Context: an optimization exercise on an open-source flow, tuned for small area and a short achievable clock period. The choices shown serve that exercise and are no tape-out recipe.
No run shown here included a check of the RTL's function; only the layout flow was run.
Power is estimated from default activity; no workload was simulated.

## flow/design.v (module list and top-level ports; edited modules follow where they fit)
// module worley_field_pipe: 3806 lines
// module wl_fa: 10 lines
// module wl_ha: 9 lines
module worley_field_pipe #(
  parameter int NUM_PTS    = 4,
  parameter int COORD_W    = 10,
  parameter int H_ACTIVE   = 640,
  parameter int V_ACTIVE   = 480,
  parameter int DIST_SHIFT = 8,
  parameter int OUT_W      = 8
) (
  input  logic               clk,
  input  logic               rst_n,
  input  logic               frame_start,
  input  logic               pix_valid,
  input  logic [COORD_W-1:0] x,
  input  logic [COORD_W-1:0] y,
  output logic               noise_valid,
  output logic [OUT_W-1:0]   noise,
  output logic [2:0]         cell_id,
  output logic               busy
);
  // ...
==> flow/run.sh <==
#!/bin/bash
# synth_recipe.tcl (not shown) runs the flow's synth.tcl, then flattens the netlist and writes it again
# the make line also repeats each setting of config.mk as NAME=value (left out here)
make -C /OpenROAD-flow-scripts/flow DESIGN_CONFIG=/design/flow/config.mk WORK_HOME=/design/flow/orfs CLKGATE_MAP_FILE= SYNTH_SCRIPT=/design/flow/synth_recipe.tcl finish
==> flow/config.mk <==
export PLATFORM = sky130hd
export DESIGN_NAME = worley_field_pipe
export DESIGN_NICKNAME = worley_field_pipe
export VERILOG_FILES = /design/flow/design.v
export SDC_FILE = /design/flow/constraint.sdc
export NUM_CORES = 4
export LEC_CHECK = 0
export CAP_MARGIN = 20
export CORE_MARGIN = 2
export CORE_UTILIZATION = 50
export CTS_CLUSTER_DIAMETER = 100
export CTS_CLUSTER_SIZE = 30
export SETUP_SLACK_MARGIN = 5.0
export SLEW_MARGIN = 20
export SYNTH_HIERARCHICAL = 1
export SYNTH_MINIMUM_KEEP_SIZE = 0
==> flow/constraint.sdc <==
create_clock -name core_clock -period 8.0 [get_ports {clk}]
set_input_delay 1.6000 -clock core_clock [delete_from_list [all_inputs] [get_ports {clk}]]
set_output_delay 1.6000 -clock core_clock [all_outputs]
set_load 0.01 [all_outputs]
==> summary.txt, run 1 <==
Power and ir drop
  – Combinational share of power: 55.4%
  – P per Cell Area: 351 nW/um^2

Placement
  – Gpl congestion: 0.885
  – DP Wirelength: approximately 53000 um

Run
  – Maxcap violations: 0

Synth
  – Sequential area share after synthesis: between 20% and 30%
  – Synth top area share: ~29%
  – Main flop type after synthesis: dfxtp_1
  – Combinational family with the most area after synthesis: adder cells
  – Most common cell in the synthesized netlist: dfxtp_1
  – Syn_nets: ~3.2k
  – Syn_area_per_cell: around 11 um^2

STA
  – Skew final: approximately 41 ps
  – Max-slew headroom: approximately 34%
  – Post-layout minimum cycle time: between 2000 and 3000 ps
  – Period utilization: between 30 and 40%
  – Fin. max-slew vios: 0

GRT
  – Met2 Use GR: 39.6%
  – Largest net degree at the start of global routing: 31
  – GR Layer Usage met3: under 10%

Floorplanning
  – Die Ht: around 240 um
  – DIE WIDTH: approximately 240 um

Clock network
  – Worst-path clk slew: ~110 ps
  – CTS tree: yes
  – # hold bufs at CTS: 0
  – H-tree depth: 1

Detailed routing
  – Routed wl met3: around 3400 um
  – Antenna Nets Post-Route: 0
  – Vias per cell: roughly 5.4
  – Drt wl/cell: 19.3 um

Final layout
  – Top Registers: px x40, py x36
  – Most common cell after layout, fill and taps aside: and2_1
  – Non-Filler Instances: 3506
  – Share of post-route cells with drive strength above 1: between 10% and 20%
  – N_diodes: 1
  – Nets: 3298
  – Biggest register: px

Status
  – Outcome: finished clean

Critical path
  – CP Capture Type: register
  – WP data required: about 8500 ps
  – Critical path's slowest cell: fa_1
==> run 2, diff against run 1 <==
--- a/flow/design.v
+++ b/flow/design.v
@@ -351,18 +351,34 @@
   assign sx0_58 = sx0_10 ^ sx0_45;
   assign sx0_59 = sx0_12 ^ sx0_39;
   assign sx0_60 = sx0_14 ^ sx0_47;
   assign sx0_61 = sx0_16 ^ sx0_37;
   assign sx0_62 = sx0_18 ^ sx0_49;
   assign sx0_63 = sx0_20 ^ sx0_41;
   logic [10:0] dfx0;
   assign dfx0 = {sx0_63, sx0_62, sx0_61, sx0_60, sx0_59, sx0_58, sx0_57, sx0_56, sx0_55, sx0_54, sx0_53};
+  logic ox0_0;
+  logic ox0_1;
+  logic ox0_2;
+  logic ox0_3;
+  logic ox0_4;
+  logic ox0_5;
+  logic ox0_6;
+  logic ox0_7;
+  assign ox0_0 = dfx0[0] | dfx0[1];
+  assign ox0_1 = ox0_0 | dfx0[2];
+  assign ox0_2 = ox0_1 | dfx0[3];
+  assign ox0_3 = ox0_2 | dfx0[4];
+  assign ox0_4 = ox0_3 | dfx0[5];
+  assign ox0_5 = ox0_4 | dfx0[6];
+  assign ox0_6 = ox0_5 | dfx0[7];
+  assign ox0_7 = ox0_6 | dfx0[8];
   logic [9:0] aax0;
-  assign aax0 = {dfx0[9] ^ (dfx0[10] & ~sx0_50), dfx0[8] ^ (dfx0[10] & ~sx0_38), dfx0[7] ^ (dfx0[10] & ~sx0_48), dfx0[6] ^ (dfx0[10] & ~sx0_40), dfx0[5] ^ (dfx0[10] & ~sx0_46), dfx0[4] ^ (dfx0[10] & ~sx0_34), dfx0[3] ^ (dfx0[10] & ~sx0_44), dfx0[2] ^ (dfx0[10] & ~sx0_24), dfx0[1] ^ (dfx0[10] & ~sx0_0), dfx0[0]};
+  assign aax0 = {dfx0[9] ^ (dfx0[10] & ox0_7), dfx0[8] ^ (dfx0[10] & ox0_6), dfx0[7] ^ (dfx0[10] & ox0_5), dfx0[6] ^ (dfx0[10] & ox0_4), dfx0[5] ^ (dfx0[10] & ox0_3), dfx0[4] ^ (dfx0[10] & ox0_2), dfx0[3] ^ (dfx0[10] & ox0_1), dfx0[2] ^ (dfx0[10] & ox0_0), dfx0[1] ^ (dfx0[10] & dfx0[0]), dfx0[0]};
   logic sy0_0;
   logic sy0_1;
   logic sy0_2;
   logic sy0_3;
   logic sy0_4;
   logic sy0_5;
   logic sy0_6;
   logic sy0_7;
@@ -483,18 +499,34 @@
   assign sy0_58 = sy0_10 ^ sy0_45;
   assign sy0_59 = sy0_12 ^ sy0_39;
   assign sy0_60 = sy0_14 ^ sy0_47;
   assign sy0_61 = sy0_16 ^ sy0_37;
   assign sy0_62 = sy0_18 ^ sy0_49;
   assign sy0_63 = sy0_20 ^ sy0_41;
   logic [10:0] dfy0;
   assign dfy0 = {sy0_63, sy0_62, sy0_61, sy0_60, sy0_59, sy0_58, sy0_57, sy0_56, sy0_55, sy0_54, sy0_53};
+  logic oy0_0;
+  logic oy0_1;
+  logic oy0_2;
+  logic oy0_3;
+  logic oy0_4;
+  logic oy0_5;
+  logic oy0_6;
+  logic oy0_7;
+  assign oy0_0 = dfy0[0] | dfy0[1];
+  assign oy0_1 = oy0_0 | dfy0[2];
+  assign oy0_2 = oy0_1 | dfy0[3];
+  assign oy0_3 = oy0_2 | dfy0[4];
+  assign oy0_4 = oy0_3 | dfy0[5];
+  assign oy0_5 = oy0_4 | dfy0[6];
+  assign oy0_6 = oy0_5 | dfy0[7];
+  assign oy0_7 = oy0_6 | dfy0[8];
   logic [9:0] aay0;
-  assign aay0 = {dfy0[9] ^ (dfy0[10] & ~sy0_50), dfy0[8] ^ (dfy0[10] & ~sy0_38), dfy0[7] ^ (dfy0[10] & ~sy0_48), dfy0[6] ^ (dfy0[10] & ~sy0_40), dfy0[5] ^ (dfy0[10] & ~sy0_46), dfy0[4] ^ (dfy0[10] & ~sy0_34), dfy0[3] ^ (dfy0[10] & ~sy0_44), dfy0[2] ^ (dfy0[10] & ~sy0_24), dfy0[1] ^ (dfy0[10] & ~sy0_0), dfy0[0]};
+  assign aay0 = {dfy0[9] ^ (dfy0[10] & oy0_7), dfy0[8] ^ (dfy0[10] & oy0_6), dfy0[7] ^ (dfy0[10] & oy0_5), dfy0[6] ^ (dfy0[10] & oy0_4), dfy0[5] ^ (dfy0[10] & oy0_3), dfy0[4] ^ (dfy0[10] & oy0_2), dfy0[3] ^ (dfy0[10] & oy0_1), dfy0[2] ^ (dfy0[10] & oy0_0), dfy0[1] ^ (dfy0[10] & dfy0[0]), dfy0[0]};
   logic sx1_0;
   logic sx1_1;
   logic sx1_2;
   logic sx1_3;
   logic sx1_4;
   logic sx1_5;
   logic sx1_6;
   logic sx1_7;
@@ -615,18 +647,34 @@
   assign sx1_58 = sx1_10 ^ sx1_45;
   assign sx1_59 = sx1_12 ^ sx1_39;
   assign sx1_60 = sx1_14 ^ sx1_47;
   assign sx1_61 = sx1_16 ^ sx1_37;
   assign sx1_62 = sx1_18 ^ sx1_49;
   assign sx1_63 = sx1_20 ^ sx1_41;
   logic [10:0] dfx1;
   assign dfx1 = {sx1_63, sx1_62, sx1_61, sx1_60, sx1_59, sx1_58, sx1_57, sx1_56, sx1_55, sx1_54, sx1_53};
+  logic ox1_0;
+  logic ox1_1;
+  logic ox1_2;
+  logic ox1_3;
+  logic ox1_4;
+  logic ox1_5;
+  logic ox1_6;
+  logic ox1_7;
+  assign ox1_0 = dfx1[0] | dfx1[1];
+  assign ox1_1 = ox1_0 | dfx1[2];
+  assign ox1_2 = ox1_1 | dfx1[3];
+  assign ox1_3 = ox1_2 | dfx1[4];
+  assign ox1_4 = ox1_3 | dfx1[5];
+  assign ox1_5 = ox1_4 | dfx1[6];
+  assign ox1_6 = ox1_5 | dfx1[7];
+  assign ox1_7 = ox1_6 | dfx1[8];
   logic [9:0] aax1;
-  assign aax1 = {dfx1[9] ^ (dfx1[10] & ~sx1_50), dfx1[8] ^ (dfx1[10] & ~sx1_38), dfx1[7] ^ (dfx1[10] & ~sx1_48), dfx1[6] ^ (dfx1[10] & ~sx1_40), dfx1[5] ^ (dfx1[10] & ~sx1_46), dfx1[4] ^ (dfx1[10] & ~sx1_34), dfx1[3] ^ (dfx1[10] & ~sx1_44), dfx1[2] ^ (dfx1[10] & ~sx1_24), dfx1[1] ^ (dfx1[10] & ~sx1_0), dfx1[0]};
+  assign aax1 = {dfx1[9] ^ (dfx1[10] & ox1_7), dfx1[8] ^ (dfx1[10] & ox1_6), dfx1[7] ^ (dfx1[10] & ox1_5), dfx1[6] ^ (dfx1[10] & ox1_4), dfx1[5] ^ (dfx1[10] & ox1_3), dfx1[4] ^ (dfx1[10] & ox1_2), dfx1[3] ^ (dfx1[10] & ox1_1), dfx1[2] ^ (dfx1[10] & ox1_0), dfx1[1] ^ (dfx1[10] & dfx1[0]), dfx1[0]};
   logic sy1_0;
   logic sy1_1;
   logic sy1_2;
   logic sy1_3;
   logic sy1_4;
   logic sy1_5;
   logic sy1_6;
   logic sy1_7;
@@ -747,18 +795,34 @@
   assign sy1_58 = sy1_10 ^ sy1_45;
   assign sy1_59 = sy1_12 ^ sy1_39;
   assign sy1_60 = sy1_14 ^ sy1_47;
   assign sy1_61 = sy1_16 ^ sy1_37;
   assign sy1_62 = sy1_18 ^ sy1_49;
   assign sy1_63 = sy1_20 ^ sy1_41;
   logic [10:0] dfy1;
   assign dfy1 = {sy1_63, sy1_62, sy1_61, sy1_60, sy1_59, sy1_58, sy1_57, sy1_56, sy1_55, sy1_54, sy1_53};
+  logic oy1_0;
+  logic oy1_1;
+  logic oy1_2;
+  logic oy1_3;
+  logic oy1_4;
+  logic oy1_5;
+  logic oy1_6;
+  logic oy1_7;
+  assign oy1_0 = dfy1[0] | dfy1[1];
+  assign oy1_1 = oy1_0 | dfy1[2];
+  assign oy1_2 = oy1_1 | dfy1[3];
+  assign oy1_3 = oy1_2 | dfy1[4];
+  assign oy1_4 = oy1_3 | dfy1[5];
+  assign oy1_5 = oy1_4 | dfy1[6];
+  assign oy1_6 = oy1_5 | dfy1[7];
+  assign oy1_7 = oy1_6 | dfy1[8];
   logic [9:0] aay1;
-  assign aay1 = {dfy1[9] ^ (dfy1[10] & ~sy1_50), dfy1[8] ^ (dfy1[10] & ~sy1_38), dfy1[7] ^ (dfy1[10] & ~sy1_48), dfy1[6] ^ (dfy1[10] & ~sy1_40), dfy1[5] ^ (dfy1[10] & ~sy1_46), dfy1[4] ^ (dfy1[10] & ~sy1_34), dfy1[3] ^ (dfy1[10] & ~sy1_44), dfy1[2] ^ (dfy1[10] & ~sy1_24), dfy1[1] ^ (dfy1[10] & ~sy1_0), dfy1[0]};
+  assign aay1 = {dfy1[9] ^ (dfy1[10] & oy1_7), dfy1[8] ^ (dfy1[10] & oy1_6), dfy1[7] ^ (dfy1[10] & oy1_5), dfy1[6] ^ (dfy1[10] & oy1_4), dfy1[5] ^ (dfy1[10] & oy1_3), dfy1[4] ^ (dfy1[10] & oy1_2), dfy1[3] ^ (dfy1[10] & oy1_1), dfy1[2] ^ (dfy1[10] & oy1_0), dfy1[1] ^ (dfy1[10] & dfy1[0]), dfy1[0]};
   logic sx2_0;
   logic sx2_1;
   logic sx2_2;
   logic sx2_3;
   logic sx2_4;
   logic sx2_5;
   logic sx2_6;
   logic sx2_7;
@@ -879,18 +943,34 @@
   assign sx2_58 = sx2_10 ^ sx2_45;
   assign sx2_59 = sx2_12 ^ sx2_39;
   assign sx2_60 = sx2_14 ^ sx2_47;
   assign sx2_61 = sx2_16 ^ sx2_37;
   assign sx2_62 = sx2_18 ^ sx2_49;
   assign sx2_63 = sx2_20 ^ sx2_41;
   logic [10:0] dfx2;
   assign dfx2 = {sx2_63, sx2_62, sx2_61, sx2_60, sx2_59, sx2_58, sx2_57, sx2_56, sx2_55, sx2_54, sx2_53};
+  logic ox2_0;
+  logic ox2_1;
+  logic ox2_2;
+  logic ox2_3;
+  logic ox2_4;
+  logic ox2_5;
+  logic ox2_6;
+  logic ox2_7;
+  assign ox2_0 = dfx2[0] | dfx2[1];
+  assign ox2_1 = ox2_0 | dfx2[2];
+  assign ox2_2 = ox2_1 | dfx2[3];
+  assign ox2_3 = ox2_2 | dfx2[4];
+  assign ox2_4 = ox2_3 | dfx2[5];
+  assign ox2_5 = ox2_4 | dfx2[6];
+  assign ox2_6 = ox2_5 | dfx2[7];
+  assign ox2_7 = ox2_6 | dfx2[8];
   logic [9:0] aax2;
-  assign aax2 = {dfx2[9] ^ (dfx2[10] & ~sx2_50), dfx2[8] ^ (dfx2[10] & ~sx2_38), dfx2[7] ^ (dfx2[10] & ~sx2_48), dfx2[6] ^ (dfx2[10] & ~sx2_40), dfx2[5] ^ (dfx2[10] & ~sx2_46), dfx2[4] ^ (dfx2[10] & ~sx2_34), dfx2[3] ^ (dfx2[10] & ~sx2_44), dfx2[2] ^ (dfx2[10] & ~sx2_24), dfx2[1] ^ (dfx2[10] & ~sx2_0), dfx2[0]};
+  assign aax2 = {dfx2[9] ^ (dfx2[10] & ox2_7), dfx2[8] ^ (dfx2[10] & ox2_6), dfx2[7] ^ (dfx2[10] & ox2_5), dfx2[6] ^ (dfx2[10] & ox2_4), dfx2[5] ^ (dfx2[10] & ox2_3), dfx2[4] ^ (dfx2[10] & ox2_2), dfx2[3] ^ (dfx2[10] & ox2_1), dfx2[2] ^ (dfx2[10] & ox2_0), dfx2[1] ^ (dfx2[10] & dfx2[0]), dfx2[0]};
   logic sy2_0;
   logic sy2_1;
   logic sy2_2;
   logic sy2_3;
   logic sy2_4;
   logic sy2_5;
   logic sy2_6;
   logic sy2_7;
@@ -1011,18 +1091,34 @@
   assign sy2_58 = sy2_10 ^ sy2_45;
   assign sy2_59 = sy2_12 ^ sy2_39;
   assign sy2_60 = sy2_14 ^ sy2_47;
   assign sy2_61 = sy2_16 ^ sy2_37;
   assign sy2_62 = sy2_18 ^ sy2_49;
   assign sy2_63 = sy2_20 ^ sy2_41;
   logic [10:0] dfy2;
   assign dfy2 = {sy2_63, sy2_62, sy2_61, sy2_60, sy2_59, sy2_58, sy2_57, sy2_56, sy2_55, sy2_54, sy2_53};
+  logic oy2_0;
+  logic oy2_1;
+  logic oy2_2;
+  logic oy2_3;
+  logic oy2_4;
+  logic oy2_5;
+  logic oy2_6;
+  logic oy2_7;
+  assign oy2_0 = dfy2[0] | dfy2[1];
+  assign oy2_1 = oy2_0 | dfy2[2];
+  assign oy2_2 = oy2_1 | dfy2[3];
+  assign oy2_3 = oy2_2 | dfy2[4];
+  assign oy2_4 = oy2_3 | dfy2[5];
+  assign oy2_5 = oy2_4 | dfy2[6];
+  assign oy2_6 = oy2_5 | dfy2[7];
+  assign oy2_7 = oy2_6 | dfy2[8];
   logic [9:0] aay2;
-  assign aay2 = {dfy2[9] ^ (dfy2[10] & ~sy2_50), dfy2[8] ^ (dfy2[10] & ~sy2_38), dfy2[7] ^ (dfy2[10] & ~sy2_48), dfy2[6] ^ (dfy2[10] & ~sy2_40), dfy2[5] ^ (dfy2[10] & ~sy2_46), dfy2[4] ^ (dfy2[10] & ~sy2_34), dfy2[3] ^ (dfy2[10] & ~sy2_44), dfy2[2] ^ (dfy2[10] & ~sy2_24), dfy2[1] ^ (dfy2[10] & ~sy2_0), dfy2[0]};
+  assign aay2 = {dfy2[9] ^ (dfy2[10] & oy2_7), dfy2[8] ^ (dfy2[10] & oy2_6), dfy2[7] ^ (dfy2[10] & oy2_5), dfy2[6] ^ (dfy2[10] & oy2_4), dfy2[5] ^ (dfy2[10] & oy2_3), dfy2[4] ^ (dfy2[10] & oy2_2), dfy2[3] ^ (dfy2[10] & oy2_1), dfy2[2] ^ (dfy2[10] & oy2_0), dfy2[1] ^ (dfy2[10] & dfy2[0]), dfy2[0]};
   logic sx3_0;
   logic sx3_1;
   logic sx3_2;
   logic sx3_3;
   logic sx3_4;
   logic sx3_5;
   logic sx3_6;
   logic sx3_7;
@@ -1143,18 +1239,34 @@
   assign sx3_58 = sx3_10 ^ sx3_45;
   assign sx3_59 = sx3_12 ^ sx3_39;
   assign sx3_60 = sx3_14 ^ sx3_47;
   assign sx3_61 = sx3_16 ^ sx3_37;
   assign sx3_62 = sx3_18 ^ sx3_49;
   assign sx3_63 = sx3_20 ^ sx3_41;
   logic [10:0] dfx3;
   assign dfx3 = {sx3_63, sx3_62, sx3_61, sx3_60, sx3_59, sx3_58, sx3_57, sx3_56, sx3_55, sx3_54, sx3_53};
+  logic ox3_0;
+  logic ox3_1;
+  logic ox3_2;
+  logic ox3_3;
+  logic ox3_4;
+  logic ox3_5;
+  logic ox3_6;
+  logic ox3_7;
+  assign ox3_0 = dfx3[0] | dfx3[1];
+  assign ox3_1 = ox3_0 | dfx3[2];
+  assign ox3_2 = ox3_1 | dfx3[3];
+  assign ox3_3 = ox3_2 | dfx3[4];
+  assign ox3_4 = ox3_3 | dfx3[5];
+  assign ox3_5 = ox3_4 | dfx3[6];
+  assign ox3_6 = ox3_5 | dfx3[7];
+  assign ox3_7 = ox3_6 | dfx3[8];
   logic [9:0] aax3;
-  assign aax3 = {dfx3[9] ^ (dfx3[10] & ~sx3_50), dfx3[8] ^ (dfx3[10] & ~sx3_38), dfx3[7] ^ (dfx3[10] & ~sx3_48), dfx3[6] ^ (dfx3[10] & ~sx3_40), dfx3[5] ^ (dfx3[10] & ~sx3_46), dfx3[4] ^ (dfx3[10] & ~sx3_34), dfx3[3] ^ (dfx3[10] & ~sx3_44), dfx3[2] ^ (dfx3[10] & ~sx3_24), dfx3[1] ^ (dfx3[10] & ~sx3_0), dfx3[0]};
+  assign aax3 = {dfx3[9] ^ (dfx3[10] & ox3_7), dfx3[8] ^ (dfx3[10] & ox3_6), dfx3[7] ^ (dfx3[10] & ox3_5), dfx3[6] ^ (dfx3[10] & ox3_4), dfx3[5] ^ (dfx3[10] & ox3_3), dfx3[4] ^ (dfx3[10] & ox3_2), dfx3[3] ^ (dfx3[10] & ox3_1), dfx3[2] ^ (dfx3[10] & ox3_0), dfx3[1] ^ (dfx3[10] & dfx3[0]), dfx3[0]};
   logic sy3_0;
   logic sy3_1;
   logic sy3_2;
   logic sy3_3;
   logic sy3_4;
   logic sy3_5;
   logic sy3_6;
   logic sy3_7;
@@ -1275,18 +1387,34 @@
   assign sy3_58 = sy3_10 ^ sy3_45;
   assign sy3_59 = sy3_12 ^ sy3_39;
   assign sy3_60 = sy3_14 ^ sy3_47;
   assign sy3_61 = sy3_16 ^ sy3_37;
   assign sy3_62 = sy3_18 ^ sy3_49;
   assign sy3_63 = sy3_20 ^ sy3_41;
   logic [10:0] dfy3;
   assign dfy3 = {sy3_63, sy3_62, sy3_61, sy3_60, sy3_59, sy3_58, sy3_57, sy3_56, sy3_55, sy3_54, sy3_53};
+  logic oy3_0;
+  logic oy3_1;
+  logic oy3_2;
+  logic oy3_3;
+  logic oy3_4;
+  logic oy3_5;
+  logic oy3_6;
+  logic oy3_7;
+  assign oy3_0 = dfy3[0] | dfy3[1];
+  assign oy3_1 = oy3_0 | dfy3[2];
+  assign oy3_2 = oy3_1 | dfy3[3];
+  assign oy3_3 = oy3_2 | dfy3[4];
+  assign oy3_4 = oy3_3 | dfy3[5];
+  assign oy3_5 = oy3_4 | dfy3[6];
+  assign oy3_6 = oy3_5 | dfy3[7];
+  assign oy3_7 = oy3_6 | dfy3[8];
   logic [9:0] aay3;
-  assign aay3 = {dfy3[9] ^ (dfy3[10] & ~sy3_50), dfy3[8] ^ (dfy3[10] & ~sy3_38), dfy3[7] ^ (dfy3[10] & ~sy3_48), dfy3[6] ^ (dfy3[10] & ~sy3_40), dfy3[5] ^ (dfy3[10] & ~sy3_46), dfy3[4] ^ (dfy3[10] & ~sy3_34), dfy3[3] ^ (dfy3[10] & ~sy3_44), dfy3[2] ^ (dfy3[10] & ~sy3_24), dfy3[1] ^ (dfy3[10] & ~sy3_0), dfy3[0]};
+  assign aay3 = {dfy3[9] ^ (dfy3[10] & oy3_7), dfy3[8] ^ (dfy3[10] & oy3_6), dfy3[7] ^ (dfy3[10] & oy3_5), dfy3[6] ^ (dfy3[10] & oy3_4), dfy3[5] ^ (dfy3[10] & oy3_3), dfy3[4] ^ (dfy3[10] & oy3_2), dfy3[3] ^ (dfy3[10] & oy3_1), dfy3[2] ^ (dfy3[10] & oy3_0), dfy3[1] ^ (dfy3[10] & dfy3[0]), dfy3[0]};
   logic [9:0] ax0;
   always_ff @(posedge clk) ax0 <= aax0;
   logic [9:0] ay0;
   always_ff @(posedge clk) ay0 <= aay0;
   logic [9:0] ax1;
   always_ff @(posedge clk) ax1 <= aax1;
   logic [9:0] ay1;
   always_ff @(posedge clk) ay1 <= aay1;
@@ -2873,16 +3001,23 @@
   logic k10_16;
   logic k10_17;
   logic k10_18;
   logic k10_19;
   logic k10_20;
   logic k10_21;
   logic k10_22;
   logic k10_23;
+  logic k10_24;
+  logic k10_25;
+  logic k10_26;
+  logic k10_27;
+  logic k10_28;
+  logic k10_29;
+  logic k10_30;
   assign k10_0 = dd1[0] & ~dd0[0];
   assign k10_1 = dd1[0] | ~dd0[0];
   assign k10_2 = dd1[1] & ~dd0[1];
   assign k10_3 = dd1[1] | ~dd0[1];
   assign k10_4 = dd1[2] & ~dd0[2];
   assign k10_5 = dd1[2] | ~dd0[2];
   assign k10_6 = dd1[3] & ~dd0[3];
   assign k10_7 = dd1[3] | ~dd0[3];
@@ -2891,24 +3026,31 @@
   assign k10_10 = dd1[5] & ~dd0[5];
   assign k10_11 = dd1[5] | ~dd0[5];
   assign k10_12 = dd1[6] & ~dd0[6];
   assign k10_13 = dd1[6] | ~dd0[6];
   assign k10_14 = dd1[7] & ~dd0[7];
   assign k10_15 = dd1[7] | ~dd0[7];
   assign k10_16 = k10_0 | (k10_1 & 1'b1);
   assign k10_17 = k10_2 | (k10_3 & k10_16);
-  assign k10_18 = k10_4 | (k10_5 & k10_17);
-  assign k10_19 = k10_6 | (k10_7 & k10_18);
-  assign k10_20 = k10_8 | (k10_9 & k10_19);
-  assign k10_21 = k10_10 | (k10_11 & k10_20);
-  assign k10_22 = k10_12 | (k10_13 & k10_21);
-  assign k10_23 = k10_14 | (k10_15 & k10_22);
+  assign k10_18 = k10_3 & k10_1;
+  assign k10_19 = k10_6 | (k10_7 & k10_4);
+  assign k10_20 = k10_7 & k10_5;
+  assign k10_21 = k10_10 | (k10_11 & k10_8);
+  assign k10_22 = k10_11 & k10_9;
+  assign k10_23 = k10_14 | (k10_15 & k10_12);
+  assign k10_24 = k10_15 & k10_13;
+  assign k10_25 = k10_19 | (k10_20 & k10_17);
+  assign k10_26 = k10_20 & k10_18;
+  assign k10_27 = k10_23 | (k10_24 & k10_21);
+  assign k10_28 = k10_24 & k10_22;
+  assign k10_29 = k10_27 | (k10_28 & k10_25);
+  assign k10_30 = k10_28 & k10_26;
   logic k10;
-  assign k10 = ~k10_23;
+  assign k10 = ~k10_29;
   logic q10;
   always_ff @(posedge clk) q10 <= k10;
   logic k20_0;
   logic k20_1;
   logic k20_2;
   logic k20_3;
   logic k20_4;
   logic k20_5;
@@ -2925,16 +3067,23 @@
   logic k20_16;
   logic k20_17;
   logic k20_18;
   logic k20_19;
   logic k20_20;
   logic k20_21;
   logic k20_22;
   logic k20_23;
+  logic k20_24;
+  logic k20_25;
+  logic k20_26;
+  logic k20_27;
+  logic k20_28;
+  logic k20_29;
+  logic k20_30;
   assign k20_0 = dd2[0] & ~dd0[0];
   assign k20_1 = dd2[0] | ~dd0[0];
   assign k20_2 = dd2[1] & ~dd0[1];
   assign k20_3 = dd2[1] | ~dd0[1];
   assign k20_4 = dd2[2] & ~dd0[2];
   assign k20_5 = dd2[2] | ~dd0[2];
   assign k20_6 = dd2[3] & ~dd0[3];
   assign k20_7 = dd2[3] | ~dd0[3];
@@ -2943,24 +3092,31 @@
   assign k20_10 = dd2[5] & ~dd0[5];
   assign k20_11 = dd2[5] | ~dd0[5];
   assign k20_12 = dd2[6] & ~dd0[6];
   assign k20_13 = dd2[6] | ~dd0[6];
   assign k20_14 = dd2[7] & ~dd0[7];
   assign k20_15 = dd2[7] | ~dd0[7];
   assign k20_16 = k20_0 | (k20_1 & 1'b1);
   assign k20_17 = k20_2 | (k20_3 & k20_16);
-  assign k20_18 = k20_4 | (k20_5 & k20_17);
-  assign k20_19 = k20_6 | (k20_7 & k20_18);
-  assign k20_20 = k20_8 | (k20_9 & k20_19);
-  assign k20_21 = k20_10 | (k20_11 & k20_20);
-  assign k20_22 = k20_12 | (k20_13 & k20_21);
-  assign k20_23 = k20_14 | (k20_15 & k20_22);
+  assign k20_18 = k20_3 & k20_1;
+  assign k20_19 = k20_6 | (k20_7 & k20_4);
+  assign k20_20 = k20_7 & k20_5;
+  assign k20_21 = k20_10 | (k20_11 & k20_8);
+  assign k20_22 = k20_11 & k20_9;
+  assign k20_23 = k20_14 | (k20_15 & k20_12);
+  assign k20_24 = k20_15 & k20_13;
+  assign k20_25 = k20_19 | (k20_20 & k20_17);
+  assign k20_26 = k20_20 & k20_18;
+  assign k20_27 = k20_23 | (k20_24 & k20_21);
+  assign k20_28 = k20_24 & k20_22;
+  assign k20_29 = k20_27 | (k20_28 & k20_25);
+  assign k20_30 = k20_28 & k20_26;
   logic k20;
-  assign k20 = ~k20_23;
+  assign k20 = ~k20_29;
   logic q20;
   always_ff @(posedge clk) q20 <= k20;
   logic k30_0;
   logic k30_1;
   logic k30_2;
   logic k30_3;
   logic k30_4;
   logic k30_5;
@@ -2977,16 +3133,23 @@
   logic k30_16;
   logic k30_17;
   logic k30_18;
   logic k30_19;
   logic k30_20;
   logic k30_21;
   logic k30_22;
   logic k30_23;
+  logic k30_24;
+  logic k30_25;
+  logic k30_26;
+  logic k30_27;
+  logic k30_28;
+  logic k30_29;
+  logic k30_30;
   assign k30_0 = dd3[0] & ~dd0[0];
   assign k30_1 = dd3[0] | ~dd0[0];
   assign k30_2 = dd3[1] & ~dd0[1];
   assign k30_3 = dd3[1] | ~dd0[1];
   assign k30_4 = dd3[2] & ~dd0[2];
   assign k30_5 = dd3[2] | ~dd0[2];
   assign k30_6 = dd3[3] & ~dd0[3];
   assign k30_7 = dd3[3] | ~dd0[3];
@@ -2995,24 +3158,31 @@
   assign k30_10 = dd3[5] & ~dd0[5];
   assign k30_11 = dd3[5] | ~dd0[5];
   assign k30_12 = dd3[6] & ~dd0[6];
   assign k30_13 = dd3[6] | ~dd0[6];
   assign k30_14 = dd3[7] & ~dd0[7];
   assign k30_15 = dd3[7] | ~dd0[7];
   assign k30_16 = k30_0 | (k30_1 & 1'b1);
   assign k30_17 = k30_2 | (k30_3 & k30_16);
-  assign k30_18 = k30_4 | (k30_5 & k30_17);
-  assign k30_19 = k30_6 | (k30_7 & k30_18);
-  assign k30_20 = k30_8 | (k30_9 & k30_19);
-  assign k30_21 = k30_10 | (k30_11 & k30_20);
-  assign k30_22 = k30_12 | (k30_13 & k30_21);
-  assign k30_23 = k30_14 | (k30_15 & k30_22);
+  assign k30_18 = k30_3 & k30_1;
+  assign k30_19 = k30_6 | (k30_7 & k30_4);
+  assign k30_20 = k30_7 & k30_5;
+  assign k30_21 = k30_10 | (k30_11 & k30_8);
+  assign k30_22 = k30_11 & k30_9;
+  assign k30_23 = k30_14 | (k30_15 & k30_12);
+  assign k30_24 = k30_15 & k30_13;
+  assign k30_25 = k30_19 | (k30_20 & k30_17);
+  assign k30_26 = k30_20 & k30_18;
+  assign k30_27 = k30_23 | (k30_24 & k30_21);
+  assign k30_28 = k30_24 & k30_22;
+  assign k30_29 = k30_27 | (k30_28 & k30_25);
+  assign k30_30 = k30_28 & k30_26;
   logic k30;
-  assign k30 = ~k30_23;
+  assign k30 = ~k30_29;
   logic q30;
   always_ff @(posedge clk) q30 <= k30;
   logic k21_0;
   logic k21_1;
   logic k21_2;
   logic k21_3;
   logic k21_4;
   logic k21_5;
@@ -3029,16 +3199,23 @@
   logic k21_16;
   logic k21_17;
   logic k21_18;
   logic k21_19;
   logic k21_20;
   logic k21_21;
   logic k21_22;
   logic k21_23;
+  logic k21_24;
+  logic k21_25;
+  logic k21_26;
+  logic k21_27;
+  logic k21_28;
+  logic k21_29;
+  logic k21_30;
   assign k21_0 = dd2[0] & ~dd1[0];
   assign k21_1 = dd2[0] | ~dd1[0];
   assign k21_2 = dd2[1] & ~dd1[1];
   assign k21_3 = dd2[1] | ~dd1[1];
   assign k21_4 = dd2[2] & ~dd1[2];
   assign k21_5 = dd2[2] | ~dd1[2];
   assign k21_6 = dd2[3] & ~dd1[3];
   assign k21_7 = dd2[3] | ~dd1[3];
@@ -3047,24 +3224,31 @@
   assign k21_10 = dd2[5] & ~dd1[5];
   assign k21_11 = dd2[5] | ~dd1[5];
   assign k21_12 = dd2[6] & ~dd1[6];
   assign k21_13 = dd2[6] | ~dd1[6];
   assign k21_14 = dd2[7] & ~dd1[7];
   assign k21_15 = dd2[7] | ~dd1[7];
   assign k21_16 = k21_0 | (k21_1 & 1'b1);
   assign k21_17 = k21_2 | (k21_3 & k21_16);
-  assign k21_18 = k21_4 | (k21_5 & k21_17);
-  assign k21_19 = k21_6 | (k21_7 & k21_18);
-  assign k21_20 = k21_8 | (k21_9 & k21_19);
-  assign k21_21 = k21_10 | (k21_11 & k21_20);
-  assign k21_22 = k21_12 | (k21_13 & k21_21);
-  assign k21_23 = k21_14 | (k21_15 & k21_22);
+  assign k21_18 = k21_3 & k21_1;
+  assign k21_19 = k21_6 | (k21_7 & k21_4);
+  assign k21_20 = k21_7 & k21_5;
+  assign k21_21 = k21_10 | (k21_11 & k21_8);
+  assign k21_22 = k21_11 & k21_9;
+  assign k21_23 = k21_14 | (k21_15 & k21_12);
+  assign k21_24 = k21_15 & k21_13;
+  assign k21_25 = k21_19 | (k21_20 & k21_17);
+  assign k21_26 = k21_20 & k21_18;
+  assign k21_27 = k21_23 | (k21_24 & k21_21);
+  assign k21_28 = k21_24 & k21_22;
+  assign k21_29 = k21_27 | (k21_28 & k21_25);
+  assign k21_30 = k21_28 & k21_26;
   logic k21;
-  assign k21 = ~k21_23;
+  assign k21 = ~k21_29;
   logic q21;
   always_ff @(posedge clk) q21 <= k21;
   logic k31_0;
   logic k31_1;
   logic k31_2;
   logic k31_3;
   logic k31_4;
   logic k31_5;
@@ -3081,16 +3265,23 @@
   logic k31_16;
   logic k31_17;
   logic k31_18;
   logic k31_19;
   logic k31_20;
   logic k31_21;
   logic k31_22;
   logic k31_23;
+  logic k31_24;
+  logic k31_25;
+  logic k31_26;
+  logic k31_27;
+  logic k31_28;
+  logic k31_29;
+  logic k31_30;
   assign k31_0 = dd3[0] & ~dd1[0];
   assign k31_1 = dd3[0] | ~dd1[0];
   assign k31_2 = dd3[1] & ~dd1[1];
   assign k31_3 = dd3[1] | ~dd1[1];
   assign k31_4 = dd3[2] & ~dd1[2];
   assign k31_5 = dd3[2] | ~dd1[2];
   assign k31_6 = dd3[3] & ~dd1[3];
   assign k31_7 = dd3[3] | ~dd1[3];
@@ -3099,24 +3290,31 @@
   assign k31_10 = dd3[5] & ~dd1[5];
   assign k31_11 = dd3[5] | ~dd1[5];
   assign k31_12 = dd3[6] & ~dd1[6];
   assign k31_13 = dd3[6] | ~dd1[6];
   assign k31_14 = dd3[7] & ~dd1[7];
   assign k31_15 = dd3[7] | ~dd1[7];
   assign k31_16 = k31_0 | (k31_1 & 1'b1);
   assign k31_17 = k31_2 | (k31_3 & k31_16);
-  assign k31_18 = k31_4 | (k31_5 & k31_17);
-  assign k31_19 = k31_6 | (k31_7 & k31_18);
-  assign k31_20 = k31_8 | (k31_9 & k31_19);
-  assign k31_21 = k31_10 | (k31_11 & k31_20);
-  assign k31_22 = k31_12 | (k31_13 & k31_21);
-  assign k31_23 = k31_14 | (k31_15 & k31_22);
+  assign k31_18 = k31_3 & k31_1;
+  assign k31_19 = k31_6 | (k31_7 & k31_4);
+  assign k31_20 = k31_7 & k31_5;
+  assign k31_21 = k31_10 | (k31_11 & k31_8);
+  assign k31_22 = k31_11 & k31_9;
+  assign k31_23 = k31_14 | (k31_15 & k31_12);
+  assign k31_24 = k31_15 & k31_13;
+  assign k31_25 = k31_19 | (k31_20 & k31_17);
+  assign k31_26 = k31_20 & k31_18;
+  assign k31_27 = k31_23 | (k31_24 & k31_21);
+  assign k31_28 = k31_24 & k31_22;
+  assign k31_29 = k31_27 | (k31_28 & k31_25);
+  assign k31_30 = k31_28 & k31_26;
   logic k31;
-  assign k31 = ~k31_23;
+  assign k31 = ~k31_29;
   logic q31;
   always_ff @(posedge clk) q31 <= k31;
   logic k32_0;
   logic k32_1;
   logic k32_2;
   logic k32_3;
   logic k32_4;
   logic k32_5;
@@ -3133,16 +3331,23 @@
   logic k32_16;
   logic k32_17;
   logic k32_18;
   logic k32_19;
   logic k32_20;
   logic k32_21;
   logic k32_22;
   logic k32_23;
+  logic k32_24;
+  logic k32_25;
+  logic k32_26;
+  logic k32_27;
+  logic k32_28;
+  logic k32_29;
+  logic k32_30;
   assign k32_0 = dd3[0] & ~dd2[0];
   assign k32_1 = dd3[0] | ~dd2[0];
   assign k32_2 = dd3[1] & ~dd2[1];
   assign k32_3 = dd3[1] | ~dd2[1];
   assign k32_4 = dd3[2] & ~dd2[2];
   assign k32_5 = dd3[2] | ~dd2[2];
   assign k32_6 = dd3[3] & ~dd2[3];
   assign k32_7 = dd3[3] | ~dd2[3];
@@ -3151,24 +3356,31 @@
   assign k32_10 = dd3[5] & ~dd2[5];
   assign k32_11 = dd3[5] | ~dd2[5];
   assign k32_12 = dd3[6] & ~dd2[6];
   assign k32_13 = dd3[6] | ~dd2[6];
   assign k32_14 = dd3[7] & ~dd2[7];
   assign k32_15 = dd3[7] | ~dd2[7];
   assign k32_16 = k32_0 | (k32_1 & 1'b1);
   assign k32_17 = k32_2 | (k32_3 & k32_16);
-  assign k32_18 = k32_4 | (k32_5 & k32_17);
-  assign k32_19 = k32_6 | (k32_7 & k32_18);
-  assign k32_20 = k32_8 | (k32_9 & k32_19);
-  assign k32_21 = k32_10 | (k32_11 & k32_20);
-  assign k32_22 = k32_12 | (k32_13 & k32_21);
-  assign k32_23 = k32_14 | (k32_15 & k32_22);
+  assign k32_18 = k32_3 & k32_1;
+  assign k32_19 = k32_6 | (k32_7 & k32_4);
+  assign k32_20 = k32_7 & k32_5;
+  assign k32_21 = k32_10 | (k32_11 & k32_8);
+  assign k32_22 = k32_11 & k32_9;
+  assign k32_23 = k32_14 | (k32_15 & k32_12);
+  assign k32_24 = k32_15 & k32_13;
+  assign k32_25 = k32_19 | (k32_20 & k32_17);
+  assign k32_26 = k32_20 & k32_18;
+  assign k32_27 = k32_23 | (k32_24 & k32_21);
+  assign k32_28 = k32_24 & k32_22;
+  assign k32_29 = k32_27 | (k32_28 & k32_25);
+  assign k32_30 = k32_28 & k32_26;
   logic k32;
-  assign k32 = ~k32_23;
+  assign k32 = ~k32_29;
   logic q32;
   always_ff @(posedge clk) q32 <= k32;
   logic l10_0;
   logic l10_1;
   logic l10_2;
   logic l10_3;
   logic l10_4;
   logic l10_5;
==> summary.txt, run 2 <==
STA
  – Post-layout minimum cycle time: 3010 ps (was 2970 ps)
  – Skew final: 34.3 ps (was 40.8 ps)
  – Period utilization: 37.6% (was 37.1%)
  – Unrepaired setup endpoints after global routing: true (unchanged)
  – Final hold vios: 0 (unchanged)
  – Max-slew headroom: 52.3% (was 34.1%)
  – Worst-margin pin slew: 715 ps (was 987 ps)
  – Final setup TNS: 0 ps (unchanged)
  – Final setup viols: 0 (unchanged)
  – Fin. max-slew vios: 0 (unchanged)
  – Final worst slack: 4990 ps (was 5030 ps)
  – Fmax: 332 MHz (was 337 MHz)

GRT
  – First-pass GRT wire length: 105000 um (was 108000 um)
  – All-Layer GR Usage: 23.6% (was 24.0%)
  – Initial antenna violation count: 0 (was 2)
  – Largest net degree at the start of global routing: 46 (was 31)
  – Overflow after GRT: 0 (unchanged)
  – Number of global-route vias before repair: 19.1k (was 19.6k)

Clock network
  – Worst-path clk slew: 120 ps (was 110 ps)
  – CTS tree: yes (unchanged)
  – H-tree depth: 1 (unchanged)
  – Clk sinks: 402 (unchanged)
  – Insertion delay to the later sink of the worst-skew pair: 560 ps (was 600 ps)
  – CTS Buffer Depth: 3 (unchanged)
  – Total CTS buffers: 19 (was 24)
  – CTS root buffer: clkbuf_16 (unchanged)

Power and ir drop
  – Sw Pwr: 4640 uW (was 4690 uW)
  – Clock power frac: 10.5% (was 13.8%)
  – Leak: 0.0134 uW (was 0.0136 uW)
  – Peak VDD IR: 0.218 mV (was 0.310 mV)
  – Combinational share of power: 58.4% (was 55.4%)
  – P_int: 6300 uW (about the same)
  – Sequential power share: 31.1% (was 30.8%)
  – Sw Share: 42.4% (was 42.7%)
  – P per Cell Area: 354 nW/um^2 (was 351 nW/um^2)

Synth
  – Compound-Gate Fraction of Synth Area: 9.57% (was 9.90%)
  – Syn_area_per_cell: 10.6 um^2 (about the same)
  – Simple-gate share of the synthesized area: 16.6% (was 16.8%)
  – Syn_nets: 3146 (was 3189)
  – Main flop type after synthesis: dfxtp_1 (unchanged)
  – Mux share of post-synthesis cell area: 0.146% (was 0.180%)
  – Yosys Warn Count: 9 (unchanged)
  – Mapped Area: 27500 um^2 (was 27900 um^2)
  – Synth Area in XOR/XNOR: 6.73% (was 6.70%)
  – Post-synth cell types: 73 (was 87)
  – Combinational family with the most area after synthesis: adder cells (unchanged)
  – Synth cell count leaders: dfxtp_1 (402), and2_1 (377), fa_1 (360) (was dfxtp_1 (402), and2_1 (366), fa_1 (360))
  – Post-synth EDFFs: 0 (unchanged)
  – Flop and latch count out of synthesis: 402 (unchanged)
  – Most common cell in the synthesized netlist: dfxtp_1 (unchanged)
  – Ys async rst share: 0% (unchanged)
  – Synth top area share: 29.3% (was 28.9%)
  – Adder-Cell Fraction of Synth Area: 35.0% (about the same)
  – Cell count after synthesis: 2598 (was 2633)
  – Area contributors post-synth: dfxtp_1 (29%), fa_1 (26%), and2_1 (8.6%), ha_1 (7.5%), xnor2_1 (4.2%) (was dfxtp_1 (29%), fa_1 (26%), and2_1 (8.2%), ha_1 (7.7%), xnor2_1 (4.0%))
  – Sequential area share after synthesis: 29.3% (was 28.9%)
  – Synth area leader: dfxtp_1 (unchanged)

Placement
  – PortBufs: 35 (unchanged)
  – Gpl congestion: 0.873 (was 0.885)
  – Post-Place Worst Slack: 4670 ps (was 4390 ps)
  – DP Wirelength: 51800 um (was 53200 um)

Detailed routing
  – Total Wirelength: 66800 um (was 67700 um)
  – Starting DRT DRC Count: 1135 (was 951)
  – Pre-Repair DR Iteration Count: 6 (was 8)
  – Antenna Nets Post-Route: 0 (unchanged)
  – Drt wl/cell: 19.5 um (was 19.3 um)
  – Vias: 18.7k (was 19.0k)
  – Residual DRC: 0 (unchanged)
  – Vias per cell: 5.44 (was 5.41)

Final layout
  – Share of post-route cells with drive strength above 1: 14.8% (was 13.2%)
  – Biggest register: px (unchanged)
  – Area delta synth->final: 12.5% (was 12.4%)
  – Nets: 3275 (was 3298)
  – Most common cell after layout, fill and taps aside: and2_1 (unchanged)
  – Most frequent cells in the layout: and2_1 (370), dfxtp_1 (303), fa_1 (297) (was and2_1 (362), dfxtp_1 (307), fa_1 (300))
  – N_diodes: 0 (was 1)
  – Finished Core Util: 57.2% (was 56.8%)
  – Top Registers: px x40, py x36 (unchanged)
  – Max FFs per register: 40 (unchanged)

Floorplanning
  – Io pins: 37 (unchanged)
  – Die Ht: 238 um (was 240 um)
  – Core Box Area: 54000 um^2 (was 55100 um^2)
  – Row count: 85 (was 86)
  – Starting Density: 50.8% (was 50.6%)
  – Die ar.: 56800 um^2 (was 57600 um^2)
  – DIE WIDTH: 238 um (was 240 um)

Critical path
  – WP data required: 8430 ps (was 8470 ps)
  – WS Path Type: reg2reg (unchanged)
  – Startpoint types: register (unchanged)
  – Beginning of the worst register-to-register path: ax2[6] (was ay0[9])
  – CP Capture Type: register (unchanged)
  – Crit. Startpoint: ax2[6] (was ay0[9])
  – Crit path max fanout: 6 (was 8)
  – Reg2reg setup slack: 4990 ps (was 5030 ps)
  – Arrival time at the worst endpoint: 3440 ps (about the same)

Status
  – Outcome: finished clean (unchanged)

Worst hold path
  – Hold_sp: vld[1] (was vld[0])
  – Tightest Hold Check Type: reg2reg (unchanged)

Run
  – Maxcap violations: 0 (unchanged)
==> run 2: cell types whose count changed after synthesis, sizes merged, moves of 11 or more <==
| cell | change |
|---|---|
| nand2 | -37 |
| nor2 | +25 |
| nand3 | -18 |
| a31oi | -14 |
| inv | +14 |
| nor3 | +12 |
| a21oi | +11 |
| and2 | +11 |
==> run 2: cell type report <==
cell class,instances,area (um^2)
multi-input combinational,2006,19400
tap,696,871
sequential,402,8370
fill,4635,23100
timing repair buffer,139,1120
clock inverter,9,98.8
clock buffer,19,475
inverter,159,604
==> run 2: logic make-up (layout without fill, tap and decap cells) <==
kind of cell / count (synthesis) / after routing
XOR/XNOR: 211 / 211
AND/OR/NAND/NOR: 834 / 834
adder cells (fa/ha/maj): 559 / 559
other: 1 / 1
multiplexers: 4 / 4
buffers and inverters: 190 / 326
AO/OA/AOI/OAI: 397 / 397
flip-flops: 402 / 402
==> run 2: metal layers <==
layer  wire length (um)  GRT usage (%)  vias to the layer above
met3               2640           2.86                       89
met4               2380           7.23                        0
met5                  0              0                        -
met1              31000           33.3                     9278
met2              30800           38.0                      382
li1                   -              -                     8922
==> run 2: per-stage QoR <==
step | hold WS [ps] | power [uW] | area, um^2 | std cells
2_1_floorplan | 412 | 7240 | 27500 | 2598
4_1_cts | 447 | 10600 | 29600 | 3344
6_report | 446 | 10900 | 30900 | 3430
5_1_grt | 472 | 11900 | 30900 | 3430
3_5_place_dp | 420 | 9360 | 28600 | 3301
3_3_place_gp | 419 | 9230 | 28600 | 3301
==> run 2: power by group through the flow <==
stage          clock network (uW)  logic (uW)  registers (uW)
5_1_grt                      1260        7190            3480
6_report                     1150        6390            3410
2_1_floorplan                   0        4100            3140
3_3_place_gp                    0        5750            3480
3_5_place_dp                    0        5870            3490
4_1_cts                      1190        5960            3450
==> run 2: critical path, cell delays in order, from the launching register on <==
cell	delay, ps
dfxtp_4	410
and2_1	200
fa_2	400
fa_2	580
fa_1	450
fa_2	390
fa_1	450
==> run 2: worst paths after layout <==
check             endpoint  cells past startpoint
setup / recovery    ra2[6]                      6
hold / removal      vld[2]                      1
setup reg to reg    ra2[6]                      6
hold reg to reg     vld[2]                      1
==> run 2: Yosys stat by module (local to each module, per instance) <==
| module | copies in the design | cells |
|---|---|---|
| worley_field_pipe | 1 | 2254 |
| wl_fa | 300 | 1 |
| wl_ha | 44 | 1 |
==> run 2: timing repair <==
| action | 4_1_cts | 5_1_grt |
|---|---|---|
| resized for setup | 159 | 197 |
| hold buffers | 0 | 0 |
| setup endpoints to repair | 96 | 98 |
| buffers inserted | 15 | 86 |
| pin swaps | 19 | 108 |

re-timing with driven ports:
How much do the figures lean on ideal ports? The routed layouts below were timed once more, with nothing changed but the port constraints.
Step 1 assumes that a clkbuf_16 drives the clock port and a buf_2 every other input.
Step 2 also shifts input and output timing later by t, the mid clock arrival at the registers, as if the neighbouring blocks saw the same clock.
Slacks: ideal / step 1 / step 2; pairs: ideal / step 1.
run | t (ns) | slack for setup (ns) | latest minus earliest clock arrival (ns)
run 1 | 0.633 | 5.032 / 5.032 / 4.723 | 0.041 / 0.040
run 2 | 0.606 | 4.989 / 4.989 / 4.815 | 0.036 / 0.036
After both steps every run listed still meets setup and hold. For run 1, which loses most, drivers alone change the setup slack by 0.000 ns; drivers and shift together by -0.309 ns.
